From an optimization exercise on the open Yosys and OpenROAD flow, aimed at small area, a short achievable clock period and few clock cycles per item; shortcuts taken in it are not production practice.
RTL that was checked went through simulation tests only; none was proved equivalent to the original.
The RTL of run 6 was laid out without a check of its function.

<file path="flow/run.sh">
#!/bin/bash
set -euo pipefail
MARGIN=$(cat flow/margin.txt)
bash standard.sh synth > synth.log 2>&1
bash standard.sh SETUP_SLACK_MARGIN=$MARGIN finish > layout.log 2>&1
</file>
<file path="flow/margin.txt">
6.15
</file>
<file path="standard.sh">
#!/bin/bash
# synth_recipe.tcl (not shown) runs the flow's synth.tcl, then flattens the netlist and writes it again
# the make line also repeats each setting of config.mk as NAME=value (left out here)
make -C /OpenROAD-flow-scripts/flow DESIGN_CONFIG=/design/flow/config.mk WORK_HOME=/design/flow/orfs CLKGATE_MAP_FILE= SYNTH_SCRIPT=/design/flow/synth_recipe.tcl "${@:-finish}"
</file>
<file path="config.mk">
export PLATFORM = sky130hd
export DESIGN_NAME = midpoint_ellipse_point_generator_unit
export DESIGN_NICKNAME = midpoint_ellipse_point_generator_unit
export VERILOG_FILES = /design/flow/design.v
export SDC_FILE = /design/flow/constraint.sdc
export NUM_CORES = 4
export LEC_CHECK = 0
export CAP_MARGIN = 20
export CORE_MARGIN = 2
export CORE_UTILIZATION = 40
export SLEW_MARGIN = 20
</file>
<file path="constraint.sdc">
create_clock -name core_clock -period 11.0 [get_ports {clk}]
set_input_delay 2.2000 -clock core_clock [delete_from_list [all_inputs] [get_ports {clk}]]
set_output_delay 2.2000 -clock core_clock [all_outputs]
set_load 0.01 [all_outputs]
</file>
<file path="design.v">
`timescale 1ns / 1ps
package mepg_pkg;
	localparam int unsigned CFG_UPPER_HALF = 0;
	localparam int unsigned CFG_SKIP       = 1;
endpackage
`timescale 1ns / 1ps
`default_nettype none
module mepg_add
#(
	parameter int W  = 34,
	parameter int BK = 1
) (
	input  wire  [W-1:0] a,
	input  wire  [W-1:0] b,
	input  wire          ci,
	output logic [W-1:0] s
);
	localparam int L = 6;    
	logic [W-1:0] g0, p0, gg, pp;
	always_comb begin
		g0 = a & b;
		p0 = a ^ b;
		g0[0] = g0[0] | (p0[0] & ci);
		gg = g0;
		pp = p0;
		for (int l = 1; l <= L; l++) begin
			for (int i = 0; i < W; i++) begin
				if ((((i + 1) % (1 << l)) == 0) && (i >= (1 << (l - 1)))) begin
					gg[i] = gg[i] | (pp[i] & gg[i - (1 << (l - 1))]);
					pp[i] = pp[i] & pp[i - (1 << (l - 1))];
				end
			end
		end
		for (int l = L - 1; l >= 1; l--) begin
			for (int i = 0; i < W; i++) begin
				if ((((i + 1) % (1 << l)) == (1 << (l - 1))) && (i >= (1 << l))) begin
					gg[i] = gg[i] | (pp[i] & gg[i - (1 << (l - 1))]);
					pp[i] = pp[i] & pp[i - (1 << (l - 1))];
				end
			end
		end
		s = BK ? (p0 ^ {gg[W-2:0], ci}) : (a + b + W'(ci));
	end
endmodule
module mepg_add3
#(
	parameter int W  = 34,
	parameter int BK = 1
) (
	input  wire  [W-1:0] a,
	input  wire  [W-1:0] b,
	input  wire  [W-1:0] c,
	input  wire          ci,
	output logic [W-1:0] s
);
	wire [W-1:0] sv = a ^ b ^ c;
	wire [W-1:0] cv = (a & b) | (a & c) | (b & c);
	mepg_add #(.W(W), .BK(BK)) u_add (.a(sv), .b({cv[W-2:0], ci}), .ci(1'b0), .s(s));
endmodule
`default_nettype wire
`timescale 1ns / 1ps
`default_nettype none
module midpoint_ellipse_point_generator_unit
#(
	parameter int RADIUS_BITS = 10,
	parameter int COORD_BITS  = 12
) (
	input  wire                          clk,
	input  wire                          arst_n,
	input  wire                          psel,
	input  wire                          penable,
	input  wire                          pwrite,
	input  wire  [2:0]                   paddr,
	input  wire  [31:0]                  pwdata,
	output logic [31:0]                  prdata,
	output logic                         pready,
	input  wire                          item_valid,
	output logic                         item_ready,
	input  wire                          item_command,
	input  wire  [RADIUS_BITS-1:0]       item_radius_x,
	input  wire  [RADIUS_BITS-1:0]       item_radius_y,
	input  wire  signed [COORD_BITS-1:0] item_centre_x,
	input  wire  signed [COORD_BITS-1:0] item_centre_y,
	output logic                         result_valid,
	input  wire                          result_ready,
	output logic signed [COORD_BITS:0]   result_right_x,
	output logic signed [COORD_BITS:0]   result_left_x,
	output logic signed [COORD_BITS:0]   result_upper_y,
	output logic signed [COORD_BITS:0]   result_lower_y,
	output logic                         result_lower_valid,
	output logic                         result_visible,
	output logic                         result_done_res
);
	localparam int DW = 34;    
	localparam int MW = 32;    
	localparam int AW = 20;    
	localparam int KW = 24;    
	localparam int OW = COORD_BITS + 1;
	localparam int DBK = 0, GBK = 1, MBK = 1;    
	logic       upper_n_q;     
	logic       skip0_n_q;     
	logic [7:1] skip_h_q;      
	wire        upper_q = !upper_n_q;
	wire  [7:0] skip_q  = {skip_h_q, !skip0_n_q};
	assign pready = 1'b1;
	always_ff @(posedge clk or negedge arst_n) begin
		if (!arst_n) begin
			upper_n_q <= 1'b1;
			skip0_n_q <= 1'b1;
			skip_h_q  <= '0;
		end else if (psel && penable && pwrite) begin
			if (!paddr[2]) begin
				upper_n_q <= !pwdata[0];
			end else begin
				skip0_n_q <= !pwdata[0];
				skip_h_q  <= pwdata[7:1];
			end
		end
	end
	assign prdata = {24'b0, skip_h_q & {7{paddr[2]}}, !(paddr[2] ? skip0_n_q : upper_n_q)};
	localparam logic [1:0] RG_IDLE = 2'd0, RG_FIRST = 2'd1, RG_SECOND = 2'd2, RG_DONE = 2'd3;
	localparam logic [2:0] PH_NONE = 3'd0, PH_P1 = 3'd1, PH_I1 = 3'd2, PH_I2 = 3'd3,
	                       PH_P2 = 3'd4, PH_F1 = 3'd5;
	logic [1:0] region_q;
	logic [2:0] ph_q;
	logic [3:0] cnt_q;
	logic [2:0] tr_q;          
	logic [1:0] pcnt_q;        
	logic       rdy_q;         
	logic       sok1_q;        
	logic       sok2_q;        
	logic       ov_q;          
	logic signed [DW-1:0] D_q;
	logic signed [MW-1:0] M_q, G_q;
	logic        [AW-1:0] a_q, b_q;
	logic        [KW-1:0] CK_q;
	logic        [7:0]    n_q;
	logic                 dx_q, dy_q;
	logic        [OW-1:0] rxo_q, lxo_q, uyo_q, lyo_q;
	logic                 lv_q, vis_q, done_q;
	wire out_free  = !ov_q || result_ready;
	logic ov_d;
	wire start_ok  = sok1_q || (sok2_q && result_ready);
	wire acc_step  = item_valid && rdy_q && item_command;
	wire acc_start = item_valid && !item_command && start_ok;
	wire r1         = (region_q == RG_FIRST);
	wire r2         = (region_q == RG_SECOND);
	wire init_go    = acc_start;    
	wire init_act   = (ph_q != PH_NONE);
	wire seq_free   = !init_act && (tr_q == 3'd0);
	wire emit       = seq_free && ((pcnt_q != 2'd0) || acc_step) && out_free;
	wire y_zero     = (uyo_q == lyo_q);
	wire done_now   = !(r1 || r2) || (r2 && dy_q && y_zero);
	wire step_live  = emit && !done_now;
	wire dneg       = D_q[DW-1];
	wire diag       = r1 ? !dneg : dneg;
	wire mv_x       = r1 || diag;
	wire mv_y       = r2 || diag;
	wire f1_load    = (ph_q == PH_F1);
	wire bx = lxo_q[cnt_q];
	wire by = lyo_q[cnt_q];
	wire signed [DW-1:0] m4  = DW'(signed'(M_q)) <<< 2;
	wire signed [DW-1:0] g4  = DW'(signed'(G_q)) <<< 2;
	wire signed [DW-1:0] a4  = DW'({a_q, 2'b00});
	wire signed [DW-1:0] ck4 = DW'({CK_q, 2'b00});
	logic s_xm4, s_diag1, s_xa4, s_xd, s_xck, s_xnm2, s_yg4, s_yg2, s_yna4, s_ya;
	logic s_z1b, s_z1ck, s_z1nm, s_z2a;
	wire signed [DW-1:0] xop = ({DW{s_xm4}} & m4) | ({DW{s_diag1}} & g4) | ({DW{s_xa4}} & a4)
	                         | ({DW{s_xd}} & D_q) | ({DW{s_xck}} & DW'(CK_q))
	                         | ({DW{s_xnm2}} & ~(DW'(signed'(M_q)) <<< 1));
	wire signed [DW-1:0] yop = ({DW{s_diag1}} & ck4) | ({DW{s_yg4}} & g4)
	                         | ({DW{s_yg2}} & (DW'(signed'(G_q)) <<< 1))
	                         | ({DW{s_yna4}} & ~a4) | ({DW{s_ya}} & DW'(a_q));
	logic signed [DW-1:0] dsum;
	mepg_add3 #(.W(DW), .BK(DBK)) u_dadd (.a(D_q), .b(xop), .c(yop), .ci(s_yna4), .s(dsum));
	wire d_clr = init_go || (ph_q == PH_I2);
	wire d_en  = (init_act && (ph_q != PH_P1) && (ph_q != PH_F1)) || ((ph_q == PH_P1) && bx) || f1_load
	                  || (tr_q >= 3'd2) || step_live;
	wire signed [MW-1:0] z1 = ({MW{s_z1b}} & MW'({b_q, 1'b0})) | ({MW{s_z1ck}} & MW'(CK_q))
	                        | ({MW{s_z1nm}} & ~M_q);
	wire signed [MW-1:0] z2 = {MW{s_z2a}} & MW'({a_q, 1'b0});
	logic signed [MW-1:0] gsum, msum;
	mepg_add3 #(.W(MW), .BK(GBK)) u_gadd (.a(G_q), .b(z1), .c(z2), .ci(s_z1nm), .s(gsum));
	mepg_add  #(.W(MW), .BK(MBK)) u_madd (.a(M_q), .b(MW'({b_q, 1'b0})), .ci(1'b0), .s(msum));
	logic signed [MW-1:0] G_d;
	always_comb begin
		G_d = G_q;
		if (init_go)                                   G_d = '0;
		else if ((ph_q == PH_P1) && bx)                G_d = gsum;
		else if (f1_load)                              G_d = MW'(D_q >>> 1);
		else if ((tr_q == 3'd2) || (tr_q == 3'd3))     G_d = gsum;
		else if (!init_act && step_live)               G_d = gsum;
	end
	always_ff @(posedge clk) begin
		if (d_clr)     D_q <= '0;
		else if (d_en) D_q <= dsum;
		if (init_go)                                   M_q <= '0;
		else if ((ph_q == PH_P1) && by)                M_q <= msum;
		else if (ph_q == PH_I1)                        M_q <= M_q >>> 1;
		else if (f1_load)                              M_q <= msum;
		else if (!init_act && step_live && mv_x)       M_q <= msum;
		G_q <= G_d;
		if (init_go) begin
			a_q <= AW'(item_radius_x);
			b_q <= AW'(item_radius_y);
		end else if (ph_q == PH_P1) begin
			a_q <= a_q << 1;
			b_q <= b_q << 1;
		end else if (ph_q == PH_I1) begin
			a_q <= AW'(G_q >>> 1);
			b_q <= AW'(M_q >>> 1);
		end
		if (ph_q == PH_I2) CK_q <= KW'(dsum >>> 2);
		if (acc_start) begin
			rxo_q <= OW'(item_centre_x);
			lxo_q <= OW'(item_radius_x);
			uyo_q <= OW'(item_centre_y);
			lyo_q <= OW'(item_radius_y);
			dx_q  <= 1'b0;
			dy_q  <= 1'b0;
		end else if (f1_load) begin
			lxo_q <= rxo_q;
			uyo_q <= uyo_q + lyo_q;
			lyo_q <= uyo_q - lyo_q;
		end else if (emit) begin
			if (done_now) begin
				rxo_q  <= '0;
				lxo_q  <= '0;
				uyo_q  <= '0;
				lyo_q  <= '0;
				lv_q   <= 1'b0;
				vis_q  <= 1'b0;
				done_q <= 1'b1;
			end else begin
				rxo_q  <= rxo_q + OW'(dx_q);
				lxo_q  <= lxo_q - OW'(dx_q);
				uyo_q  <= uyo_q - OW'(dy_q);
				lyo_q  <= lyo_q + OW'(dy_q);
				vis_q  <= (n_q >= skip_q);
				lv_q   <= (n_q >= skip_q) && !upper_q;
				done_q <= 1'b0;
				dx_q   <= mv_x;
				dy_q   <= mv_y;
			end
		end
		if (f1_load || (tr_q == 3'd4)) begin
			n_q <= '0;
		end else if (step_live && (n_q != 8'hFF)) begin
			n_q <= n_q + 8'd1;
		end
	end
	logic [1:0] pcnt_d, region_d;
	logic [2:0] tr_d;
	logic [2:0] ph_d;
	logic [3:0] cnt_d;
	always_comb begin
		pcnt_d = pcnt_q + {1'b0, acc_step} - {1'b0, emit};
		ph_d = ph_q;
		unique case (ph_q)
			PH_NONE: if (init_go) ph_d = PH_P1;
			PH_P1:   if (cnt_q == 4'd9) ph_d = PH_I1;
			PH_I1:   ph_d = PH_I2;
			PH_I2:   ph_d = PH_P2;
			PH_P2:   if (cnt_q == 4'd0) ph_d = PH_F1;
			PH_F1:   ph_d = PH_NONE;
			default: ph_d = PH_NONE;
		endcase
		cnt_d = cnt_q;
		if (init_go)            cnt_d = 4'd0;
		else if (ph_q == PH_P1) cnt_d = (cnt_q == 4'd9) ? 4'd9 : cnt_q + 4'd1;
		else if (ph_q == PH_P2) cnt_d = cnt_q - 4'd1;
		if (init_go || (init_act && !f1_load)) tr_d = 3'd0;
		else if (tr_q == 3'd4)    tr_d = 3'd0;
		else if (tr_q != 3'd0)    tr_d = tr_q + 3'd1;
		else                      tr_d = {2'b0, (region_d == RG_FIRST) && !G_d[MW-1]};
		region_d = region_q;
		if (f1_load)                      region_d = RG_FIRST;
		else if (tr_q == 3'd4)            region_d = RG_SECOND;
		else if (emit && done_now && r2)  region_d = RG_DONE;
	end
	assign ov_d = emit || (ov_q && !result_ready);
	wire dneg_d = d_clr ? 1'b0 : (d_en ? dsum[DW-1] : D_q[DW-1]);
	wire st_d   = (ph_d == PH_NONE);
	wire ntr_d  = (tr_q == 3'd0) || (tr_q == 3'd4);    
	wire r1_d   = (region_d == RG_FIRST);
	wire diag_d = r1_d ? !dneg_d : dneg_d;
	wire by_d   = lyo_q[cnt_d];
	always_ff @(posedge clk) begin
		s_xm4   <= (ph_d == PH_I1) || (ph_d == PH_I2) || (ph_d == PH_F1) || (st_d && (r1_d ? !diag_d : diag_d) && ntr_d);
		s_diag1 <= st_d && r1_d && diag_d && ntr_d;
		s_xa4   <= (ph_d == PH_P1) || (st_d && !r1_d && !diag_d && ntr_d);
		s_xd    <= (ph_d == PH_P2);
		s_xck   <= (tr_q == 3'd1) && !init_go;
		s_xnm2  <= (tr_q == 3'd3) && !init_go;
		s_yg4   <= st_d && !r1_d && ntr_d;
		s_yg2   <= (ph_d == PH_I2) || ((tr_q == 3'd3) && !init_go);
		s_yna4  <= ((tr_q == 3'd1) && !init_go) || ((ph_d == PH_P2) && by_d);
		s_ya    <= (ph_d == PH_F1) || ((tr_q == 3'd2) && !init_go);
		s_z1b   <= st_d && r1_d && ntr_d;
		s_z1ck  <= (tr_q == 3'd1) && !init_go;
		s_z1nm  <= (tr_q == 3'd2) && !init_go;
		s_z2a   <= (ph_d != PH_NONE) || (st_d && (!r1_d || diag_d) && ntr_d);
	end
	always_ff @(posedge clk or negedge arst_n) begin
		if (!arst_n) begin
			region_q <= RG_IDLE;
			ph_q     <= PH_NONE;
			cnt_q    <= '0;
			tr_q     <= '0;
			pcnt_q   <= '0;
			rdy_q    <= 1'b1;
			sok1_q   <= 1'b1;
			sok2_q   <= 1'b1;
			ov_q     <= 1'b0;
		end else begin
			pcnt_q   <= pcnt_d;
			ph_q     <= ph_d;
			cnt_q    <= cnt_d;
			tr_q     <= tr_d;
			region_q <= region_d;
			rdy_q    <= (ph_d == PH_NONE) && (pcnt_d != 2'd2);
			sok2_q   <= (ph_d == PH_NONE) && (pcnt_d == 2'd0);
			sok1_q   <= (ph_d == PH_NONE) && (pcnt_d == 2'd0) && !ov_d;
			ov_q     <= ov_d;
		end
	end
	assign item_ready         = (rdy_q && item_command) || start_ok;
	assign result_valid       = ov_q;
	assign result_right_x     = rxo_q;
	assign result_left_x      = lxo_q;
	assign result_upper_y     = uyo_q;
	assign result_lower_y     = lyo_q;
	assign result_lower_valid = lv_q;
	assign result_visible     = vis_q;
	assign result_done_res    = done_q;
endmodule
`default_nettype wire
</file>
==> results of run 1 <==
-- worst max-delay path, stage by stage --
cell and delay, ns:
buf_6 0.10, a21oi_4 0.13, nand2_2 0.08, buf_6 0.12
-- layout make-up --
cell class	instances	area, um^2
repair inverters	3	23.8
multi-input cells	1855	13500
well taps	680	851
fillers	5015	27100
flip-flops and latches	267	6440
clock inverters	18	154
clock buffers	46	997
repair buffers	185	1780
inverters	144	561
-- path summary, 6_finish.rpt --
check | startpoint | end | slack, ns | cells after the start
setup / recovery | result_ready | item_ready | 6.17 | 4
hold / removal | D_q[5] | D_q[5] | 0.48 | 2
setup reg to reg | s_z1ck | tr_q[0] | 6.23 | 24
hold reg to reg | D_q[5] | D_q[5] | 0.48 | 2
max in group asynchronous | arst_n | sok2_q | 8.64 | 2
min in group asynchronous | arst_n | tr_q[1] | 2.03 | 2
-- kinds of logic after synthesis --
logic type	Yosys count	synth area share, %
fa+ha+maj	236	17.1
other cells	2	0.0360
flops	267	30.8
buf+inv	304	6.12
xor+xnor	128	5.37
mux	45	2.71
compound gates	653	21.6
simple gates	768	16.3
-- metrics by stage --
step | cells | utilization [%] | hold WS, ns
6_report | 3198 | 47.3 | 0.479
4_1_cts | 3179 | 46.5 | 0.474
2_1_floorplan | 2426 | - | 0.445
3_5_place_dp | 3097 | 43.9 | 0.467
3_3_place_gp | 3097 | 43.9 | 0.461
5_1_grt | 3198 | 47.3 | 0.493
-- placed cells by master (no fill, tap or decap), drive strengths merged, types with 48 or more instances in the layout --
cell type      synthesis  routed
nor3                  49      49
fa                    82      82
xnor2                 80      80
edfxtp                93      93
nor2                 213     213
buf                   58      70
clkbuf               102      48
ha                   154     154
o21ai                117     117
nand2                320     320
xor2                  48      48
a21oi                155     155
inv                  143     143
dfxtp                147     147
clkdlybuf4s50          0     113
-- sequential cells by signal, summed over array words and instances (netlist names), 4 cells and up --
register / flops
cnt_q: 4
G_q: 32
n_q: 8
b_q: 20
lxo_q: 13
lyo_q: 13
M_q: 32
CK_q: 24
uyo_q: 13
skip_h_q: 7
D_q: 34
rxo_q: 13
a_q: 20
-- layer usage --
metal | GRT usage, % | wire length (um) | vias to the layer above
met3 | 3.63 | 5620 | 166
met2 | 41.2 | 31900 | 893
met5 | 0 | 0 | -
met1 | 32.4 | 28900 | 9337
li1 | - | - | 8814
met4 | 10.2 | 2630 | 0
-- repair_timing --
action,4_1_cts,5_1_grt
pin swaps,9,35
gates cloned,2,4
gates resized for setup,95,48
setup buffers,16,15
endpoints found under the setup margin,60,44
hold buffers,0,0
==> flow_metrics.env, run 1 <==
export IMPL_syn_area_um2=20900
export IMPL_slew_headroom_pct=32.1
export IMPL_cts_buffers=35
export IMPL_cts_tree="done"
export IMPL_grt_usage_pct=24.9
export IMPL_placed_cell_area_um2=22500
export IMPL_viasPerCell=6.01
export IMPL_h_tree_depth=2
export IMPL_routed_wl_mm=69.0
export IMPL_ys_types=79
export IMPL_cp_end_kind="output port"
export IMPL_yosys_area_top_type_share_pct=14.1
export IMPL_die_y_um=232
export IMPL_required_ns=8.80
export IMPL_cp_arrival_ns=2.63
export IMPL_cts_sinks=267
export IMPL_synth_top_cell_by_area="dfxtp_1"
export IMPL_io_pins=177
export IMPL_n_antenna_cell=0
export IMPL_dpl_worst_slack_ns=4.38
export IMPL_synth_most_common_cell="nand2_1"
export IMPL_drc=0
export IMPL_fmax_mhz=207
export IMPL_start_kind="primary input"
export IMPL_clk_latency_ns=0.58
export IMPL_port_buffers=125
export IMPL_first_pass_iters=9
export IMPL_syn_instance_count=2403
export IMPL_maxCapViolCount=0
export IMPL_ys_warn_count=3
export IMPL_gp_congestion=0.846
export IMPL_rsz0062_at_grt="true"
export IMPL_gr_total_overflow=0
export IMPL_setup_ws_ns=6.17
export IMPL_stdcell_area_um2=24300
export IMPL_async_flop_share_pct=10.1
export IMPL_setup_tns_final_ns=0
export IMPL_criticalPathCategory="primary input to output port"
export IMPL_core_rowCount=83
export IMPL_syn_avg_cell_area_um2=8.68
export IMPL_yosys_top_cells_count="nand2_1 (320), nor2_1 (211), a21oi_1 (155)"
export IMPL_cts_buffer_depth=3
export IMPL_syn_to_final_growth_pct=16.6
export IMPL_hp_class="flip-flop to flip-flop"
export IMPL_period_minus_slack_ns=4.83
export IMPL_worst_pin_slew_ns=1.02
export IMPL_drtIter0Drc=2059
export IMPL_setup_viol=0
export IMPL_start_util_pct=40.6
export IMPL_ctsRootBufferMaster="clkbuf_16"
export IMPL_hpwl_mm=45.3
export IMPL_synth_seq_area_share_pct=30.8
export IMPL_grt_max_degree=145
export IMPL_critPathMaxFanout=2
export IMPL_finalCritPeriodShare_pct=43.9
export IMPL_ant_nets=0
export IMPL_antenna_found_initial=0
export IMPL_design_die_area_um2=54000
export IMPL_wl_per_cell_um=21.6
export IMPL_num_nets_final=2814
export IMPL_grt_pass1_vias=18800
export IMPL_clkSlewWorstSetupHoldPaths_ns=0.06
export IMPL_grt_pass1_wl_mm=106
export IMPL_status="finished clean"
export IMPL_fin_skew_ns=0.0388
export IMPL_fp_dieW_um=232
export IMPL_synth_edff_count=93
export IMPL_vias=19200
export IMPL_ys_flop_type="dfxtp_1"
export IMPL_slew_viol_final=0
export IMPL_drive_gt1_share_pct=9.09
export IMPL_hold_viol_final=0
export IMPL_synth_area_leaders="dfxtp_1 (14%), edfxtp_1 (13%), ha_1 (9.2%)"
export IMPL_synth_seq_cells=267
export IMPL_core_area_um2=51400
Testbench counts, summed over its fixed seeds: cycles 48,607, items 46,359.
==> inputs of run 2 (changes only) <==
--- a/config.mk
+++ b/config.mk
@@ -8,4 +8,7 @@
 export CAP_MARGIN = 20
 export CORE_MARGIN = 2
 export CORE_UTILIZATION = 40
+export CTS_BUF_LIST = sky130_fd_sc_hd__clkbuf_8
+export CTS_CLUSTER_DIAMETER = 80
+export CTS_CLUSTER_SIZE = 14
 export SLEW_MARGIN = 20
==> run 2 against run 1 <==
Effect of this change: still clean; largest cell class unchanged; worst setup slack got worse by 0.0051 ns; clock skew increased by 0.029 ns; critical path type unchanged; synthesized area unchanged; hold slack better by 0.0079 ns; die area is the same; via count shrank 0.95%; non-clock buffer count grew 1; flip-flop and latch count unchanged.
==> flow_metrics.env, run 2 <==
export IMPL_syn_area_um2=20900
export IMPL_ys_warn_count=3
export IMPL_routed_wl_mm=68.4
export IMPL_synth_seq_area_share_pct=30.8
export IMPL_dpl_worst_slack_ns=4.38
export IMPL_cp_end_kind="output port"
export IMPL_criticalPathCategory="primary input to output port"
export IMPL_gr_total_overflow=0
export IMPL_async_flop_share_pct=10.1
export IMPL_hpwl_mm=45.3
export IMPL_stdcell_area_um2=23700
export IMPL_required_ns=8.80
export IMPL_final_common_cell="nand2_1"
export IMPL_maxCapViolCount=0
export IMPL_ctsRootBufferMaster="clkbuf_8"
export IMPL_yosys_top_cells_count="nand2_1 (320), nor2_1 (211), a21oi_1 (155)"
export IMPL_h_tree_depth=1
export IMPL_cts_sinks=267
export IMPL_fp_dieW_um=232
export IMPL_syn_avg_cell_area_um2=8.68
export IMPL_rsz0062_at_grt="true"
export IMPL_finalCritPeriodShare_pct=44.0
export IMPL_cts_tree="done"
export IMPL_viasPerCell=5.97
export IMPL_wl_per_cell_um=21.5
export IMPL_gp_congestion=0.846
export IMPL_period_minus_slack_ns=4.84
export IMPL_synth_area_leaders="dfxtp_1 (14%), edfxtp_1 (13%), ha_1 (9.2%)"
export IMPL_ant_nets=0
export IMPL_start_util_pct=40.6
export IMPL_layout_common_cells="nand2_1 (317), nor2_1 (211), a21oi_1 (151)"
export IMPL_critPathMaxFanout=2
export IMPL_yosys_area_top_type_share_pct=14.1
export IMPL_hp_class="flip-flop to flip-flop"
export IMPL_top_register="D_q"
export IMPL_grt_usage_pct=24.5
export IMPL_cts_buffer_depth=3
export IMPL_grt_max_degree=145
export IMPL_die_y_um=232
export IMPL_ys_flop_type="dfxtp_1"
export IMPL_core_area_um2=51400
export IMPL_io_pins=177
export IMPL_setup_ws_ns=6.16
export IMPL_largest_reg_flops=34
export IMPL_vias=19000
export IMPL_worst_pin_slew_ns=1.09
export IMPL_syn_to_final_growth_pct=13.5
export IMPL_drtIter0Drc=1879
export IMPL_n_antenna_cell=0
export IMPL_first_pass_iters=10
export IMPL_placed_cell_area_um2=22500
export IMPL_ys_types=79
export IMPL_post_cts_hold_buffer_count=0
export IMPL_grt_pass1_vias=18700
export IMPL_synth_edff_count=93
export IMPL_num_nets_final=2808
export IMPL_setup_viol=0
export IMPL_core_rowCount=83
export IMPL_design_die_area_um2=54000
export IMPL_cp_arrival_ns=2.64
export IMPL_clkSlewWorstSetupHoldPaths_ns=0.12
export IMPL_grt_pass1_wl_mm=105
export IMPL_start_kind="primary input"
export IMPL_hold_viol_final=0
export IMPL_fmax_mhz=207
export IMPL_synth_seq_cells=267
export IMPL_syn_instance_count=2403
export IMPL_cts_buffers=28
export IMPL_setup_tns_final_ns=0
export IMPL_top_regs="D_q x34, G_q x32, M_q x32"
export IMPL_drive_gt1_share_pct=8.38
export IMPL_port_buffers=125
export IMPL_status="finished clean"
export IMPL_drc=0
export IMPL_slew_headroom_pct=27.3
export IMPL_antenna_found_initial=0
export IMPL_clk_latency_ns=0.69
export IMPL_synth_top_cell_by_area="dfxtp_1"
export IMPL_slew_viol_final=0
export IMPL_synth_most_common_cell="nand2_1"
export IMPL_fin_skew_ns=0.0677
## run 2: routing by layer
metal / up-vias / wire [um] / global-route usage [%]
li1: 8785 / - / -
met1: 9303 / 29100 / 32.3
met2: 803 / 31600 / 41.1
met3: 136 / 5200 / 3.50
met4: 0 / 2440 / 8.61
met5: - / 0 / 0
## run 2: cell families after synthesis
logic type,after synthesis,share of synthesized area (%)
AOI/OAI and AO/OA,653,21.6
adders and majority gates,236,17.1
muxes,45,2.71
xor gates and xnor gates,128,5.37
and+or+nand+nor,768,16.3
DFF,267,30.8
other,2,0.0360
buffers and inverters,304,6.12
## run 2: per-stage QoR
step	hold WS [ns]	instances	util (%)
4_1_cts	0.482	3167	45.4
3_5_place_dp	0.467	3097	43.9
2_1_floorplan	0.445	2426	-
5_1_grt	0.502	3185	46.1
6_report	0.486	3185	46.1
3_3_place_gp	0.461	3097	43.9
## run 2: area by class of cell
type	instances	area (um^2)
Fill cell	5107	27700
Timing Repair Buffer	186	1800
Inverter	144	561
Multi-Input combinational cell	1855	13400
Clock inverter	21	171
Sequential cell	267	6440
Tap cell	680	851
Timing Repair inverter	3	23.8
Clock buffer	29	399
## run 2: worst paths after layout
path | from | endpoint | slack, ns | cells past startpoint
hold / removal | D_q[5] | D_q[5] | 0.49 | 2
hold reg to reg | D_q[5] | D_q[5] | 0.49 | 2
max in group asynchronous | arst_n | sok1_q | 8.74 | 2
setup reg to reg | s_z1ck | tr_q[0] | 6.20 | 21
setup / recovery | result_ready | item_ready | 6.16 | 4
min in group asynchronous | arst_n | ph_q[2] | 1.92 | 2
## run 2: what timing repair did
action                     in CTS  in global routing
gates resized for setup        93                 30
cloned                          2                  5
setup endpoints to repair      58                 40
pin swaps                       9                 29
setup buffers                  18                 13
## run 2: critical path, stage by stage
cell	delay, ns
buf_6	0.10
a21oi_4	0.13
nand2_2	0.09
buf_6	0.13
==> inputs of run 3 (changes only) <==
==> flow/margin.txt (replaced) <==
6.35
--- a/config.mk
+++ b/config.mk
@@ -8,7 +8,6 @@
 export CAP_MARGIN = 20
 export CORE_MARGIN = 2
 export CORE_UTILIZATION = 40
-export CTS_BUF_LIST = sky130_fd_sc_hd__clkbuf_8
-export CTS_CLUSTER_DIAMETER = 80
-export CTS_CLUSTER_SIZE = 14
+export CTS_CLUSTER_DIAMETER = 100
+export CTS_CLUSTER_SIZE = 20
 export SLEW_MARGIN = 20
==> run 3 against run 2 <==
Effect of this change: still clean on timing, DRC and antenna; hold slack got worse by 0.013 ns; first-iteration DRC count increased by 3.2%; maximum frequency about the same; flip-flop and latch count unchanged; via count decreased by 0.65%; non-clock buffer count increased by 6; count of clock-buffer cells in the layout unchanged; sequential share of layout area decreased by 0.45 points; critical endpoint is now prdata[0]; highest routed layer unchanged.
==> flow_metrics.env, run 3 <==
export IMPL_r2r_start="s_z1ck"
export IMPL_ys_flop_type="dfxtp_1"
export IMPL_min_from="D_q[2]"
export IMPL_yosys_top_cells_count="nand2_1 (320), nor2_1 (211), a21oi_1 (155)"
export IMPL_cts_tree="done"
export IMPL_h_tree_depth=1
export IMPL_syn_area_um2=20900
export IMPL_fp_dieW_um=232
export IMPL_vias=18900
export IMPL_final_common_cell="nand2_1"
export IMPL_start_util_pct=40.6
export IMPL_start_kind="primary input"
export IMPL_async_flop_share_pct=10.1
export IMPL_antenna_found_initial=0
export IMPL_top_register="D_q"
export IMPL_grt_usage_pct=24.5
export IMPL_largest_reg_flops=34
export IMPL_finalCritPeriodShare_pct=44.0
export IMPL_cp_arrival_ns=2.64
export IMPL_fin_skew_ns=0.0305
export IMPL_cp_end_kind="output port"
export IMPL_design_die_area_um2=54000
export IMPL_yosys_area_top_type_share_pct=14.1
export IMPL_post_cts_hold_buffer_count=0
export IMPL_slew_headroom_pct=23.7
export IMPL_required_ns=8.80
export IMPL_grt_max_degree=145
export IMPL_ys_types=79
export IMPL_wl_per_cell_um=21.2
export IMPL_slew_viol_final=0
export IMPL_rr_endpoint="tr_q[0]"
export IMPL_grt_pass1_vias=18700
export IMPL_ant_nets=0
export IMPL_hold_ws_ns=0.473
export IMPL_drive_gt1_share_pct=9.47
export IMPL_r2r_setup_slack_ns=6.24
export IMPL_synth_edff_count=93
export IMPL_finish_utilization_pct=46.8
export IMPL_crit_start="paddr[2]"
export IMPL_top_regs="D_q x34, G_q x32, M_q x32"
export IMPL_grt_pass1_wl_mm=106
export IMPL_setup_viol=0
export IMPL_num_nets_final=2803
export IMPL_clk_latency_ns=0.54
export IMPL_synth_area_leaders="dfxtp_1 (14%), edfxtp_1 (13%), ha_1 (9.2%)"
export IMPL_synth_most_common_cell="nand2_1"
export IMPL_criticalPathCategory="primary input to output port"
export IMPL_rsz0062_at_grt="true"
export IMPL_status="finished clean"
export IMPL_core_rowCount=83
export IMPL_viasPerCell=5.96
export IMPL_n_antenna_cell=0
export IMPL_syn_instance_count=2403
export IMPL_routed_wl_mm=67.1
export IMPL_ys_warn_count=3
export IMPL_cts_sinks=267
export IMPL_gp_congestion=0.885
export IMPL_hold_viol_final=0
export IMPL_hp_class="flip-flop to flip-flop"
export IMPL_maxCapViolCount=0
export IMPL_worst_pin_slew_ns=1.14
export IMPL_period_minus_slack_ns=4.84
export IMPL_layout_common_cells="nand2_1 (313), nor2_1 (210), a21oi_1 (148)"
export IMPL_first_pass_iters=8
export IMPL_port_buffers=125
export IMPL_gr_total_overflow=0
export IMPL_synth_top_cell_by_area="dfxtp_1"
export IMPL_cts_buffer_depth=3
export IMPL_die_y_um=232
export IMPL_syn_avg_cell_area_um2=8.68
export IMPL_clkSlewWorstSetupHoldPaths_ns=0.08
export IMPL_r2r_cells=22
export IMPL_core_area_um2=51400
export IMPL_fmax_mhz=207
export IMPL_critPathMaxFanout=5
export IMPL_endpoint="prdata[0]"
export IMPL_synth_seq_area_share_pct=30.8
export IMPL_synth_seq_cells=267
export IMPL_cts_buffers=18
export IMPL_io_pins=177
export IMPL_syn_to_final_growth_pct=15.5
export IMPL_hpwl_mm=45.8
export IMPL_ctsRootBufferMaster="clkbuf_16"
export IMPL_drtIter0Drc=1939
export IMPL_setup_tns_final_ns=0
export IMPL_drc=0
export IMPL_fillCellCount=4918
==> run 3: cells by family after synthesis <==
| family | share of synthesized area [%] |
|---|---|
| buffers and inverters | 6.12 |
| adder cells (fa/ha/maj) | 17.1 |
| XOR/XNOR | 5.37 |
| other | 0.0360 |
| AO/OA/AOI/OAI | 21.6 |
| multiplexers | 2.71 |
| flip-flops | 30.8 |
| AND/OR/NAND/NOR | 16.3 |
==> run 3: repair_timing <==
action | in CTS | in global routing
setup endpoints to repair | 94 | 67
setup buffers | 26 | 14
gates resized for setup | 136 | 58
pin swaps | 32 | 50
gates cloned | 4 | 0
==> run 3: how the worst min path moves through the flow <==
stage / endpoint / slack [ns] / depth (start not counted)
global route: D_q[3] / 0.50 / 2
global placement: D_q[2] / 0.46 / 2
finish: D_q[2] / 0.47 / 2
CTS: D_q[2] / 0.47 / 2
detailed placement: D_q[2] / 0.46 / 2
floorplan: D_q[2] / 0.44 / 2
==> run 3: critical path, stage by stage <==
cell	delay [ns]
buf_12	0.09
mux2i_4	0.20
buf_2	0.15
==> run 3: final cells by class <==
cell class              count  area [um^2]  share of cell area (%)
inverters                 144          561                    2.33
clock buffers              29          544                    2.26
clock inverters             3         33.8                   0.140
multi-input cells        1855        13800                    57.1
well taps                 680          851                    3.53
flip-flops and latches    267         6440                    26.7
repair inverters            2         15.0                  0.0623
repair buffers            192         1890                    7.83
==> run 3: metrics by stage <==
step / setup WS [ns] / cell area [um^2] / instances
after floorplan: 6.25 / 21000 / 2426
after global placement: 4.71 / 22600 / 3096
after detailed placement: 4.69 / 22600 / 3096
after CTS: 6.16 / 23700 / 3158
after global routing: 6.00 / 24100 / 3172
final: 6.16 / 24100 / 3172
==> run 3: metal layers <==
| metal | GRT usage (%) | vias up | wire (um) | part of all wire, % |
|---|---|---|---|---|
| met5 | 0 | - | 0 | 0 |
| met4 | 7.25 | 0 | 1820 | 2.7 |
| met3 | 3.28 | 133 | 4790 | 7.1 |
| met2 | 40.8 | 809 | 31600 | 47 |
| met1 | 33.0 | 9184 | 28900 | 43 |
| li1 | - | 8778 | - | - |
==> inputs of run 4 (changes only) <==
==> flow/margin.txt (replaced) <==
6.0
==> run 4 against run 3 <==
Effect of this change: sequential share of layout area increased by 0.64 points; synthesized area unchanged; clock skew decreased by 0.0048 ns; worst setup slack got worse by 0.14 ns; maximum frequency decreased by 2.8%; wire length decreased by 0.67%; register-to-register slack got worse by 0.12 ns; core utilization decreased by 1.1 points; die area unchanged.
==> flow_metrics.env, run 4 <==
export IMPL_wl_per_cell_um=21.2
export IMPL_port_buffers=125
export IMPL_hp_class="flip-flop to flip-flop"
export IMPL_synth_most_common_cell="nand2_1"
export IMPL_post_cts_hold_buffer_count=0
export IMPL_stdcell_area_um2=23500
export IMPL_syn_avg_cell_area_um2=8.68
export IMPL_worst_pin_slew_ns=1.11
export IMPL_worst_hold_path_num_cells=2
export IMPL_critPathMaxFanout=10
export IMPL_gp_congestion=0.881
export IMPL_ant_nets=0
export IMPL_cts_tree="done"
export IMPL_yosys_top_cells_count="nand2_1 (320), nor2_1 (211), a21oi_1 (155)"
export IMPL_hpwl_mm=46.3
export IMPL_maxCapViolCount=0
export IMPL_drive_gt1_share_pct=6.55
export IMPL_cp_arrival_ns=2.78
export IMPL_setup_tns_final_ns=0
export IMPL_fmax_mhz=201
export IMPL_synth_edff_count=93
export IMPL_ctsRootBufferMaster="clkbuf_16"
export IMPL_antenna_found_initial=1
export IMPL_design_die_area_um2=54000
export IMPL_drc=0
export IMPL_period_minus_slack_ns=4.98
export IMPL_syn_area_um2=20900
export IMPL_ys_flop_type="dfxtp_1"
export IMPL_status="finished clean"
export IMPL_final_common_cell="nand2_1"
export IMPL_gr_total_overflow=0
export IMPL_ys_types=79
export IMPL_criticalPathCategory="primary input to output port"
export IMPL_n_antenna_cell=0
export IMPL_slew_viol_final=0
export IMPL_fillCellCount=5052
export IMPL_io_pins=177
export IMPL_num_nets_final=2783
export IMPL_vias=18800
export IMPL_clkSlewWorstSetupHoldPaths_ns=0.09
export IMPL_yosys_area_top_type_share_pct=14.1
export IMPL_rr_endpoint="tr_q[0]"
export IMPL_top_register="D_q"
export IMPL_start_util_pct=40.6
export IMPL_cts_buffer_depth=3
export IMPL_setup_viol=0
export IMPL_grt_pass1_wl_mm=105
export IMPL_r2r_start="s_z1ck"
export IMPL_h_tree_depth=1
export IMPL_r2r_setup_slack_ns=6.12
export IMPL_layout_common_cells="nand2_1 (318), nor2_1 (211), a21oi_1 (150), ha_1 (150), inv_1 (140)"
export IMPL_finish_utilization_pct=45.7
export IMPL_fp_dieW_um=232
export IMPL_r2r_cells=24
export IMPL_start_kind="primary input"
export IMPL_synth_seq_area_share_pct=30.8
export IMPL_finalCritPeriodShare_pct=45.2
export IMPL_largest_reg_flops=34
export IMPL_required_ns=8.80
export IMPL_top_regs="D_q x34, G_q x32, M_q x32"
export IMPL_grt_usage_pct=24.3
export IMPL_syn_to_final_growth_pct=12.7
export IMPL_clk_latency_ns=0.54
export IMPL_viasPerCell=5.96
export IMPL_routed_wl_mm=66.7
export IMPL_fin_skew_ns=0.0256
export IMPL_synth_top_cell_by_area="dfxtp_1"
export IMPL_grt_pass1_vias=18400
export IMPL_syn_instance_count=2403
export IMPL_core_rowCount=83
export IMPL_slew_headroom_pct=25.9
export IMPL_synth_seq_cells=267
export IMPL_drtIter0Drc=1775
export IMPL_placed_cell_area_um2=22600
export IMPL_first_pass_iters=8
export IMPL_cp_end_kind="output port"
export IMPL_min_from="D_q[2]"
export IMPL_hold_viol_final=0
export IMPL_rsz0062_at_grt="true"
export IMPL_cts_buffers=18
export IMPL_cts_sinks=267
export IMPL_die_y_um=232
export IMPL_core_area_um2=51400
export IMPL_hold_end="D_q[2]"
export IMPL_grt_max_degree=145
export IMPL_ys_warn_count=3
export IMPL_synth_area_leaders="dfxtp_1 (14%), edfxtp_1 (13%), ha_1 (9.2%)"
export IMPL_async_flop_share_pct=10.1
## run 4: cell counts after synthesis
No cell type changed its count.
## run 4: critical path: stages
cell and delay, ns:
buf_4 0.14, and2_1 0.16, dlygate4sd2_1 0.28
## run 4: layout make-up
class | count | area (um^2) | share of cell area, %
clock buffers | 28 | 509 | 2.17
clock inverters | 4 | 42.5 | 0.181
inverters | 144 | 553 | 2.35
multi-input cells | 1855 | 13400 | 57.1
flip-flops and latches | 267 | 6440 | 27.4
well taps | 680 | 851 | 3.62
repair buffers | 172 | 1670 | 7.09
repair inverters | 2 | 15.0 | 0.0639
## run 4: worst max path at each step
stage / start / to / slack, ns / depth (start not counted)
CTS: s_z1ck / tr_q[0] / 5.83 / 21
detailed placement: s_z1nm / tr_q[0] / 4.57 / 23
finish: paddr[2] / prdata[7] / 6.02 / 3
global route: s_z1ck / tr_q[0] / 5.92 / 21
floorplan: paddr[2] / prdata[0] / 6.07 / 2
global placement: s_z1nm / tr_q[0] / 4.60 / 23
## run 4: cell families (layout without fill, tap and decap cells)
group                    count (synthesis)  in the layout  share of synthesized area [%]
AO/OA/AOI/OAI                          653            653                           21.6
XOR/XNOR                               128            128                           5.37
adder cells (fa/ha/maj)                236            236                           17.1
buffers and inverters                  304            350                           6.12
flip-flops                             267            267                           30.8
multiplexers                            45             45                           2.71
other                                    2             25                         0.0360
AND/OR/NAND/NOR                        768            768                           16.3
## run 4: metal layers
| layer | track usage [%] | wire length (um) | up-vias |
|---|---|---|---|
| met3 | 2.79 | 4480 | 125 |
| met2 | 40.4 | 31100 | 771 |
| met1 | 33.2 | 29200 | 9167 |
| li1 | - | - | 8729 |
| met5 | 0 | 0 | - |
| met4 | 7.09 | 1840 | 0 |
## run 4: stage by stage
stage	cells	setup slack, ns	hold WS [ns]
final	3152	6.02	0.481
after detailed placement	3098	4.57	0.466
after global placement	3098	4.60	0.458
after CTS	3143	5.83	0.476
after global routing	3152	5.92	0.492
after floorplan	2426	6.07	0.445
## run 4: repair_timing
action / CTS / global route
buffers inserted: 11 / 8
gates resized for setup: 49 / 45
gates cloned: 2 / 1
pin swaps: 3 / 24
setup endpoints to repair: 55 / 31
==> inputs of run 5 (changes only) <==
==> flow/margin.txt (replaced) <==
6.15
==> run 5 against run 4 <==
Effect of this change: global-route usage up 0.17 points; synthesized cell count stayed put; wire length grew 0.75%; final area fell by 0.14%; non-clock buffer count down 2; via count rose by 0.52%; count of clock-buffer cells in the layout shrank 1; critical path type unchanged.
==> flow_metrics.env, run 5 <==
export IMPL_ys_flop_type="dfxtp_1"
export IMPL_drtIter0Drc=1871
export IMPL_hold_viol_final=0
export IMPL_cp_arrival_ns=2.64
export IMPL_grt_busiest_layer="met2"
export IMPL_period_minus_slack_ns=4.84
export IMPL_dp_cells=3097
export IMPL_grt_max_degree=145
export IMPL_synth_top_cell_by_area="dfxtp_1"
export IMPL_cp_end_kind="output port"
export IMPL_grt_pass1_vias=18600
export IMPL_rsz0062_at_grt="true"
export IMPL_core_rowCount=83
export IMPL_syn_area_um2=20900
export IMPL_finalCritPeriodShare_pct=44.0
export IMPL_routed_wl_mm=67.2
export IMPL_gp_congestion=0.846
export IMPL_top_register="D_q"
export IMPL_setup_tns_final_ns=0
export IMPL_post_cts_hold_buffer_count=0
export IMPL_fp_dieW_um=232
export IMPL_die_y_um=232
export IMPL_cts_sinks=267
export IMPL_use_met3_pct=3.24
export IMPL_crit_top_cell="buf_6"
export IMPL_ys_types=79
export IMPL_finish_utilization_pct=45.7
export IMPL_viasPerCell=6.00
export IMPL_drc=0
export IMPL_stdcell_area_um2=23500
export IMPL_io_pins=177
export IMPL_port_buffers=125
export IMPL_wl_per_cell_um=21.3
export IMPL_top_regs="D_q x34, G_q x32, M_q x32"
export IMPL_grt_util_met1_pct=32.5
export IMPL_async_flop_share_pct=10.1
export IMPL_hpwl_mm=45.3
export IMPL_cp_slowest_cell="a21oi_4"
export IMPL_yosys_top_cells_count="nand2_1 (320), nor2_1 (211), a21oi_1 (155)"
export IMPL_n_antenna_cell=0
export IMPL_vias=18900
export IMPL_ant_nets=0
export IMPL_ys_warn_count=3
export IMPL_num_nets_final=2781
export IMPL_start_util_pct=40.6
export IMPL_fmax_mhz=207
export IMPL_cpPeakStageDelay_ns=0.13
export IMPL_largest_reg_flops=34
export IMPL_drive_gt1_share_pct=6.72
export IMPL_core_area_um2=51400
export IMPL_synth_edff_count=93
export IMPL_slew_viol_final=0
export IMPL_ctsRootBufferMaster="clkbuf_16"
export IMPL_h_tree_depth=1
export IMPL_clk_latency_ns=0.54
export IMPL_final_cell_count_no_fill=3150
export IMPL_syn_instance_count=2403
export IMPL_antenna_found_initial=0
export IMPL_required_ns=8.80
export IMPL_layout_common_cells="nand2_1 (317), nor2_1 (211), a21oi_1 (151), ha_1 (151), inv_1 (141)"
export IMPL_start_kind="primary input"
export IMPL_worst_pin_slew_ns=1.09
export IMPL_grt_usage_pct=24.5
export IMPL_synth_seq_area_share_pct=30.8
export IMPL_met2_usage_pct=41.1
export IMPL_cts_buffers=18
export IMPL_path_cells="buf_6 -> a21oi_4 -> nand2_2 -> buf_6"
export IMPL_synth_most_common_cell="nand2_1"
export IMPL_cts_tree="done"
export IMPL_synth_seq_cells=267
export IMPL_syn_avg_cell_area_um2=8.68
export IMPL_status="finished clean"
export IMPL_critPathMaxFanout=2
export IMPL_slew_headroom_pct=27.4
export IMPL_maxCapViolCount=0
export IMPL_hp_class="flip-flop to flip-flop"
export IMPL_clkSlewWorstSetupHoldPaths_ns=0.10
export IMPL_cts_buffer_depth=3
export IMPL_yosys_area_top_type_share_pct=14.1
export IMPL_synth_area_leaders="dfxtp_1 (14%), edfxtp_1 (13%), ha_1 (9.2%)"
export IMPL_placed_cell_area_um2=22500
export IMPL_gr_total_overflow=0
export IMPL_design_die_area_um2=54000
export IMPL_setup_viol=0
export IMPL_criticalPathCategory="primary input to output port"
export IMPL_fin_skew_ns=0.0235
export IMPL_syn_to_final_growth_pct=12.6
export IMPL_grt_pass1_wl_mm=105
export IMPL_final_common_cell="nand2_1"
export IMPL_first_pass_iters=6
-- run 5: per-layer routing --
metal	routed length, um	part of all wire, %
met5	0	0
met4	2310	3.4
met3	5050	7.5
met2	31400	47
met1	28400	42
-- run 5: stage by stage --
step	setup slack, ns	hold WS (ns)
after CTS	6.09	0.479
after global routing	5.99	0.499
final	6.16	0.485
after floorplan	6.18	0.445
after detailed placement	4.38	0.467
after global placement	4.29	0.461
-- run 5: layout make-up --
class                      count  area (um^2)
fill                        5092        27900
clock inverter                 5         65.1
clock buffer                  27          505
timing repair inverter         2         15.0
sequential                   267         6440
inverter                     144          561
tap                          680          851
multi-input combinational   1855        13400
timing repair buffer         170         1620
-- run 5: cell families (layout without fill, tap and decap cells) --
logic type | count (synthesis) | after routing | share of synthesized area (%)
multiplexers | 45 | 45 | 2.71
XOR/XNOR | 128 | 128 | 5.37
other | 2 | 25 | 0.0360
adder cells (fa/ha/maj) | 236 | 236 | 17.1
buffers and inverters | 304 | 348 | 6.12
AO/OA/AOI/OAI | 653 | 653 | 21.6
flip-flops | 267 | 267 | 30.8
AND/OR/NAND/NOR | 768 | 768 | 16.3
-- run 5: final timing paths --
path	start	end	slack (ns)	cells after the start
worst max register to register	s_z1ck	tr_q[0]	6.19	21
worst min register to register	D_q[3]	D_q[3]	0.48	2
max in group asynchronous	arst_n	sok2_q	8.62	2
worst min-delay path	D_q[3]	D_q[3]	0.48	2
min in group asynchronous	arst_n	cnt_q[1]	2.06	2
worst max-delay path	result_ready	item_ready	6.16	4
-- run 5: what timing repair did --
action                                  CTS  global route
endpoints found under the setup margin   59            48
gates cloned                              2             1
buffers inserted                         17             1
resized for setup                        95            23
pin swaps                                 9            13
-- run 5: worst max-delay path: cells and delay by family --
| kind | cells | cell delay [ns] |
|---|---|---|
| compound gates | 1 | 0.13 |
| buf+inv | 2 | 0.22 |
| simple gates | 1 | 0.08 |
==> inputs of run 6 (changes only) <==
--- a/design.v
+++ b/design.v
@@ -96,7 +96,7 @@
 	localparam int AW = 20;    
 	localparam int KW = 24;    
 	localparam int OW = COORD_BITS + 1;
-	localparam int DBK = 0, GBK = 1, MBK = 1;    
+	localparam int DBK = 1, GBK = 1, MBK = 1;    
 	logic       upper_n_q;     
 	logic       skip0_n_q;     
 	logic [7:1] skip_h_q;      
==> run 6 against run 5 <==
Effect of this change: critical path type is now flip-flop to flip-flop; highest routed layer unchanged; first-iteration DRC count grew 14%; cell count is 1.3% lower; global-route usage shrank 0.37 points; largest cell class unchanged; worst setup slack worse by 0.65 ns; synthesized area down 0.65%.
==> flow_metrics.env, run 6 <==
export IMPL_status="finished clean"
export IMPL_syn_instance_count=2321
export IMPL_top_regs="D_q x34, G_q x32, M_q x32"
export IMPL_r2r_cells=23
export IMPL_layout_common_cells="nor2_1 (233), nand2_1 (229), inv_1 (167)"
export IMPL_finalCritPeriodShare_pct=49.9
export IMPL_grt_pass1_wl_mm=103
export IMPL_cts_buffer_depth=3
export IMPL_synthXorXnorAreaFrac_pct=4.86
export IMPL_synth_area_leaders="dfxtp_1 (14%), edfxtp_1 (13%), fa_1 (9.5%)"
export IMPL_h_tree_depth=1
export IMPL_syn_avg_cell_area_um2=8.93
export IMPL_viasPerCell=5.92
export IMPL_synth_compound_area_share_pct=20.8
export IMPL_design_die_area_um2=53600
export IMPL_gr_total_overflow=0
export IMPL_yosys_top_cells_count="nor2_1 (235), nand2_1 (233), inv_1 (171)"
export IMPL_slew_headroom_pct=39.4
export IMPL_hold_viol_final=0
export IMPL_top_register="D_q"
export IMPL_hpwl_mm=43.7
export IMPL_synth_edff_count=93
export IMPL_cts_tree="done"
export IMPL_hold_end="M_q[0]"
export IMPL_fillCellCount=4921
export IMPL_core_rowCount=83
export IMPL_required_ns=11.40
export IMPL_fp_dieW_um=232
export IMPL_period_minus_slack_ns=5.49
export IMPL_synth_top_family_by_area="compound AO/OA/AOI/OAI gates"
export IMPL_core_area_um2=51300
export IMPL_num_nets_final=2754
export IMPL_finish_utilization_pct=46.6
export IMPL_start_util_pct=40.4
export IMPL_drtIter0Drc=2137
export IMPL_synthMuxAreaShare_pct=3.37
export IMPL_synth_seq_area_share_pct=31.0
export IMPL_async_flop_share_pct=10.1
export IMPL_maxCapViolCount=0
export IMPL_ys_types=81
export IMPL_ctsRootBufferMaster="clkbuf_16"
export IMPL_grt_pass1_vias=18000
export IMPL_worst_hold_path_num_cells=2
export IMPL_drc=0
export IMPL_ant_nets=0
export IMPL_synth_most_common_cell="nor2_1"
export IMPL_synth_seq_cells=267
export IMPL_die_y_um=232
export IMPL_fmax_mhz=182
export IMPL_drive_gt1_share_pct=9.23
export IMPL_r2r_start="s_diag1"
export IMPL_criticalPathCategory="flip-flop to flip-flop"
export IMPL_worst_pin_slew_ns=0.909
export IMPL_port_buffers=125
export IMPL_grt_max_degree=61
export IMPL_rsz0062_at_grt="true"
export IMPL_placed_cell_area_um2=22500
export IMPL_fin_skew_ns=0.0207
export IMPL_gp_congestion=0.875
export IMPL_clk_latency_ns=0.54
export IMPL_dp_cells=3020
export IMPL_slew_viol_final=0
export IMPL_routed_wl_mm=66.1
export IMPL_cts_buffers=18
export IMPL_vias=18400
export IMPL_rr_endpoint="s_xm4"
export IMPL_final_common_cell="nor2_1"
export IMPL_synth_top_cell_by_area="dfxtp_1"
export IMPL_n_antenna_cell=0
export IMPL_stdcell_area_um2=23900
export IMPL_cp_end_kind="flip-flop"
export IMPL_synthSimpleGateAreaFrac_pct=14.6
export IMPL_syn_area_um2=20700
export IMPL_r2r_setup_slack_ns=5.51
export IMPL_cp_arrival_ns=5.89
export IMPL_start_kind="flip-flop"
export IMPL_yosys_area_top_type_share_pct=14.2
export IMPL_largest_reg_flops=34
export IMPL_critPathMaxFanout=8
export IMPL_clkSlewWorstSetupHoldPaths_ns=0.09
export IMPL_final_cell_count_no_fill=3108
export IMPL_cts_sinks=267
export IMPL_grt_usage_pct=24.1
export IMPL_ys_warn_count=3
export IMPL_ys_flop_type="dfxtp_1"
export IMPL_io_pins=177
export IMPL_min_from="M_q[0]"
export IMPL_antenna_found_initial=0
export IMPL_syn_to_final_growth_pct=15.4
export IMPL_first_pass_iters=10
export IMPL_setup_tns_final_ns=0
export IMPL_hp_class="flip-flop to flip-flop"
export IMPL_synth_fa_ha_area_share_pct=18.6
export IMPL_wl_per_cell_um=21.3
export IMPL_hold_ws_ns=0.507
export IMPL_setup_viol=0
[run 6: stage by stage]
stage               setup WS, ns
detailed placement          4.62
global route                5.28
floorplan                   5.82
global placement            4.71
CTS                         5.57
finish                      5.51
[run 6: cells by family after synthesis]
group / count (synthesis)
compound gates: 618
xor+xnor: 115
fa+ha+maj: 250
buf+inv: 328
flops: 267
mux: 58
other cells: 2
simple gates: 683
[run 6: layout make-up]
type	count	area (um^2)	area share [%]
well taps	680	851	3.56
repair buffers	209	2010	8.42
repair inverters	1	7.51	0.0314
clock buffers	27	526	2.20
multi-input cells	1749	13400	56.0
flip-flops and latches	267	6450	27.0
inverters	171	653	2.73
clock inverters	4	36.3	0.152
[run 6: repair_timing]
action	4_1_cts	5_1_grt
gates cloned	4	1
hold buffers	0	0
pin swaps	23	24
setup endpoints to repair	66	43
resized for setup	119	26
buffers inserted	43	9
[run 6: routing by layer]
layer | track usage [%] | share of wire (%)
met5 | 0 | 0
met2 | 40.9 | 47
met3 | 2.99 | 7.8
met1 | 32.3 | 42
met4 | 6.99 | 3.1
[run 6: how the worst max path moves through the flow]
stage                 start     to
floorplan           s_diag1  s_xm4
global placement     s_yna4  s_xm4
detailed placement   s_yna4  s_xm4
CTS                 s_diag1  s_xm4
global route        s_diag1  s_xm4
finish              s_diag1  s_xm4
[run 6: critical path, stage by stage (launching register included)]
cell	delay (ns)
dfxtp_4	0.39
buf_12	0.15
a222oi_1	0.33
o211ai_1	0.18
fa_1	0.49
ha_1	0.33
o21a_1	0.18
o31a_1	0.15
o311ai_4	0.35
o31ai_4	0.12
a31oi_4	0.22
a31oi_4	0.13
a31o_4	0.26
a21boi_4	0.16
o21ai_2	0.08
fa_2	0.36
xnor2_2	0.16
xnor2_2	0.15
buf_4	0.15
xnor2_2	0.14
a311oi_2	0.29
ha_2	0.34
xnor2_1	0.14
o211ai_1	0.10
==> inputs of run 7 (changes only) <==
--- a/design.v
+++ b/design.v
@@ -94,9 +94,9 @@
 	localparam int DW = 34;    
 	localparam int MW = 32;    
 	localparam int AW = 20;    
-	localparam int KW = 24;    
+	localparam int KW = 23;    
 	localparam int OW = COORD_BITS + 1;
-	localparam int DBK = 1, GBK = 1, MBK = 1;    
+	localparam int DBK = 0, GBK = 1, MBK = 1;    
 	logic       upper_n_q;     
 	logic       skip0_n_q;     
 	logic [7:1] skip_h_q;      
@@ -157,6 +157,7 @@
 	wire mv_x       = r1 || diag;
 	wire mv_y       = r2 || diag;
 	wire f1_load    = (ph_q == PH_F1);
+	wire [OW-1:0] uy_sum = uyo_q + (f1_load ? lyo_q : {OW{dy_q}});
 	wire bx = lxo_q[cnt_q];
 	wire by = lyo_q[cnt_q];
 	wire signed [DW-1:0] m4  = DW'(signed'(M_q)) <<< 2;
@@ -220,7 +221,7 @@
 			dy_q  <= 1'b0;
 		end else if (f1_load) begin
 			lxo_q <= rxo_q;
-			uyo_q <= uyo_q + lyo_q;
+			uyo_q <= uy_sum;
 			lyo_q <= uyo_q - lyo_q;
 		end else if (emit) begin
 			if (done_now) begin
@@ -234,7 +235,7 @@
 			end else begin
 				rxo_q  <= rxo_q + OW'(dx_q);
 				lxo_q  <= lxo_q - OW'(dx_q);
-				uyo_q  <= uyo_q - OW'(dy_q);
+				uyo_q  <= uy_sum;
 				lyo_q  <= lyo_q + OW'(dy_q);
 				vis_q  <= (n_q >= skip_q);
 				lv_q   <= (n_q >= skip_q) && !upper_q;
==> run 7 against run 6 <==
Effect of this change: still clean; via count is 3.2% higher; cell count rose by 2.8%; hold slack worse by 0.0069 ns; clock skew is 0.0035 ns lower; count of clock-buffer cells in the layout shrank 1; critical path depth decreased by 3; critical path type unchanged; critical endpoint is now tr_q[0].
==> flow_metrics.env, run 7 <==
export IMPL_h_tree_depth=1
export IMPL_syn_to_final_growth_pct=14.1
export IMPL_hold_viol_final=0
export IMPL_fillCellCount=4950
export IMPL_post_cts_hold_buffer_count=0
export IMPL_antenna_found_initial=0
export IMPL_grt_max_degree=68
export IMPL_syn_area_um2=20800
export IMPL_num_nets_final=2825
export IMPL_layout_common_cells="nand2_1 (346), nor2_1 (229), ha_1 (149)"
export IMPL_gp_congestion=0.896
export IMPL_grt_pass1_vias=18200
export IMPL_start_util_pct=40.5
export IMPL_top_regs="D_q x34, G_q x32, M_q x32"
export IMPL_drtIter0Drc=1697
export IMPL_cp_end_kind="flip-flop"
export IMPL_synth_top_cell_by_area="dfxtp_1"
export IMPL_cp_arrival_ns=5.32
export IMPL_yosys_top_cells_count="nand2_1 (352), nor2_1 (231), ha_1 (153)"
export IMPL_die_y_um=232
export IMPL_ctsRootBufferMaster="clkbuf_16"
export IMPL_design_die_area_um2=53800
export IMPL_fmax_mhz=205
export IMPL_clkSlewWorstSetupHoldPaths_ns=0.09
export IMPL_wl_per_cell_um=20.8
export IMPL_clk_latency_ns=0.54
export IMPL_ys_types=81
export IMPL_maxCapViolCount=0
export IMPL_setup_viol=0
export IMPL_fin_skew_ns=0.0172
export IMPL_cts_buffers=18
export IMPL_hold_ws_ns=0.500
export IMPL_ys_flop_type="dfxtp_1"
export IMPL_finalCritPeriodShare_pct=44.3
export IMPL_grt_usage_pct=24.0
export IMPL_hp_class="flip-flop to flip-flop"
export IMPL_synth_seq_cells=266
export IMPL_cts_buffer_depth=3
export IMPL_first_pass_iters=9
export IMPL_port_buffers=125
export IMPL_slew_headroom_pct=29.7
export IMPL_start_kind="flip-flop"
export IMPL_syn_avg_cell_area_um2=8.55
export IMPL_slew_viol_final=0
export IMPL_routed_wl_mm=66.5
export IMPL_syn_instance_count=2432
export IMPL_worst_pin_slew_ns=1.05
export IMPL_synth_edff_count=92
export IMPL_synth_seq_area_share_pct=30.7
export IMPL_rsz0062_at_grt="true"
export IMPL_yosys_area_top_type_share_pct=14.1
export IMPL_synth_area_leaders="dfxtp_1 (14%), edfxtp_1 (13%), ha_1 (9.2%)"
export IMPL_period_minus_slack_ns=4.88
export IMPL_io_pins=177
export IMPL_grt_pass1_wl_mm=103
export IMPL_drc=0
export IMPL_ant_nets=0
export IMPL_core_rowCount=83
export IMPL_fp_dieW_um=232
export IMPL_cts_sinks=266
export IMPL_final_common_cell="nand2_1"
export IMPL_core_area_um2=51400
export IMPL_required_ns=11.44
export IMPL_gr_total_overflow=0
export IMPL_cts_tree="done"
export IMPL_top_register="D_q"
export IMPL_status="finished clean"
export IMPL_hpwl_mm=46.0
export IMPL_viasPerCell=5.94
export IMPL_critPathMaxFanout=3
export IMPL_criticalPathCategory="flip-flop to flip-flop"
export IMPL_drive_gt1_share_pct=7.63
export IMPL_vias=19000
export IMPL_ys_warn_count=3
export IMPL_async_flop_share_pct=10.2
export IMPL_synth_most_common_cell="nand2_1"
export IMPL_setup_tns_final_ns=0
export IMPL_largest_reg_flops=34
[run 7: worst paths after layout]
kind / start / endpoint / slack (ns) / depth (start not counted)
setup / recovery: CK_q[4] / tr_q[0] / 6.12 / 20
hold / removal: skip0_n_q / skip0_n_q / 0.50 / 2
setup reg to reg: CK_q[4] / tr_q[0] / 6.12 / 20
hold reg to reg: skip0_n_q / skip0_n_q / 0.50 / 2
max in group asynchronous: arst_n / rdy_q / 8.61 / 2
min in group asynchronous: arst_n / skip_h_q[4] / 2.07 / 2
[run 7: critical path: stages (launching register included)]
cell and delay [ns]:
edfxtp_1 0.49, a222oi_1 0.58, fa_1 0.53, inv_2 0.09, ha_4 0.12, o21ai_2 0.06, a21oi_4 0.16, o41ai_4 0.11
o31ai_4 0.33, nand3_2 0.17, o311a_1 0.36, nor3_4 0.23, and4_4 0.26, a2111oi_4 0.04, fa_2 0.39, xnor2_2 0.14
xnor2_1 0.17, xnor2_1 0.13, o22ai_1 0.08, o21a_1 0.22, o32ai_2 0.09
[run 7: cell type report]
class	instances	area, um^2	area share (%)
repair inverters	2	15.0	0.0633
inverters	149	571	2.41
multi-input cells	1878	13500	56.9
repair buffers	188	1810	7.61
diodes	1	2.50	0.0105
flip-flops and latches	266	6410	27.0
clock buffers	26	512	2.16
clock inverters	6	65.1	0.274
well taps	680	851	3.59
[run 7: repair_timing]
action	CTS	global route
setup endpoints to repair	67	31
setup buffers	18	12
pin swaps	18	33
cloned	3	2
gates resized for setup	104	49
[run 7: cell families after synthesis]
family / synth area share (%)
XOR/XNOR: 4.93
adder cells (fa/ha/maj): 17.1
AO/OA/AOI/OAI: 22.6
other: 0.0361
AND/OR/NAND/NOR: 16.2
multiplexers: 2.21
flip-flops: 30.7
buffers and inverters: 6.25
[run 7: stage by stage]
| step | worst slack (ns) | cell area [um^2] | cells | utilization, % |
|---|---|---|---|---|
| global route | 5.98 | 23700 | 3195 | 46.1 |
| floorplan | 6.18 | 20900 | 2455 | - |
| global placement | 4.68 | 22500 | 3127 | 43.8 |
| detailed placement | 4.62 | 22500 | 3127 | 43.8 |
| finish | 6.12 | 23700 | 3196 | 46.1 |
| CTS | 6.11 | 23400 | 3180 | 45.5 |
[run 7: per-layer routing]
metal | share of wire [%] | global-route usage (%) | vias up
met1 | 44 | 33.2 | 9216
met2 | 46 | 38.6 | 836
met4 | 2.3 | 6.51 | 0
li1 | - | - | 8833
met5 | 0 | 0 | -
met3 | 8.4 | 4.22 | 106
Testbench counts of run 7, summed over its fixed seeds: cycles 48,607, items 46,359.

==> static timing again, ports no longer ideal <==
How much do the figures lean on ideal ports? The routed layouts below were timed once more, with nothing changed but the port constraints.
Step 1 assumes that a clkbuf_16 drives the clock port and a buf_2 every other input.
Step 2, shift: input delay + t, output delay - t, t = (earliest + latest rising clock arrival at the registers) / 2. This alone moves slack from input paths to output paths.
a / b / c = ideal / step 1 / step 2; a / b = the first two.
run | t (ns) | setup WS [ns] | hold slack, ns | worst setup path after step 2 | pins driven straight from the clock port
run 1 | 0.617 | 6.167 / 6.055 / 5.716 | 0.479 / 0.479 / 0.479 | input to register | 1
run 2 | 0.705 | 6.161 / 6.070 / 5.534 | 0.486 / 0.486 / 0.486 | input to register | 1
run 3 | 0.575 | 6.164 / 6.026 / 5.817 | 0.473 / 0.473 / 0.473 | input to register | 1
run 4 | 0.580 | 6.023 / 6.000 / 5.636 | 0.481 / 0.481 / 0.481 | input to register | 1
run 5 | 0.587 | 6.163 / 6.070 / 5.718 | 0.485 / 0.485 / 0.485 | input to register | 1
run 6 | 0.583 | 5.508 / 5.508 / 5.091 | 0.507 / 0.507 / 0.507 | input to register | 1
run 7 | 0.590 | 6.122 / 6.011 / 5.609 | 0.500 / 0.500 / 0.500 | input to register | 1
After both steps setup and hold are still met in every run listed. For run 2, which loses most, drivers alone change the setup slack by -0.091 ns; drivers and shift together by -0.627 ns.
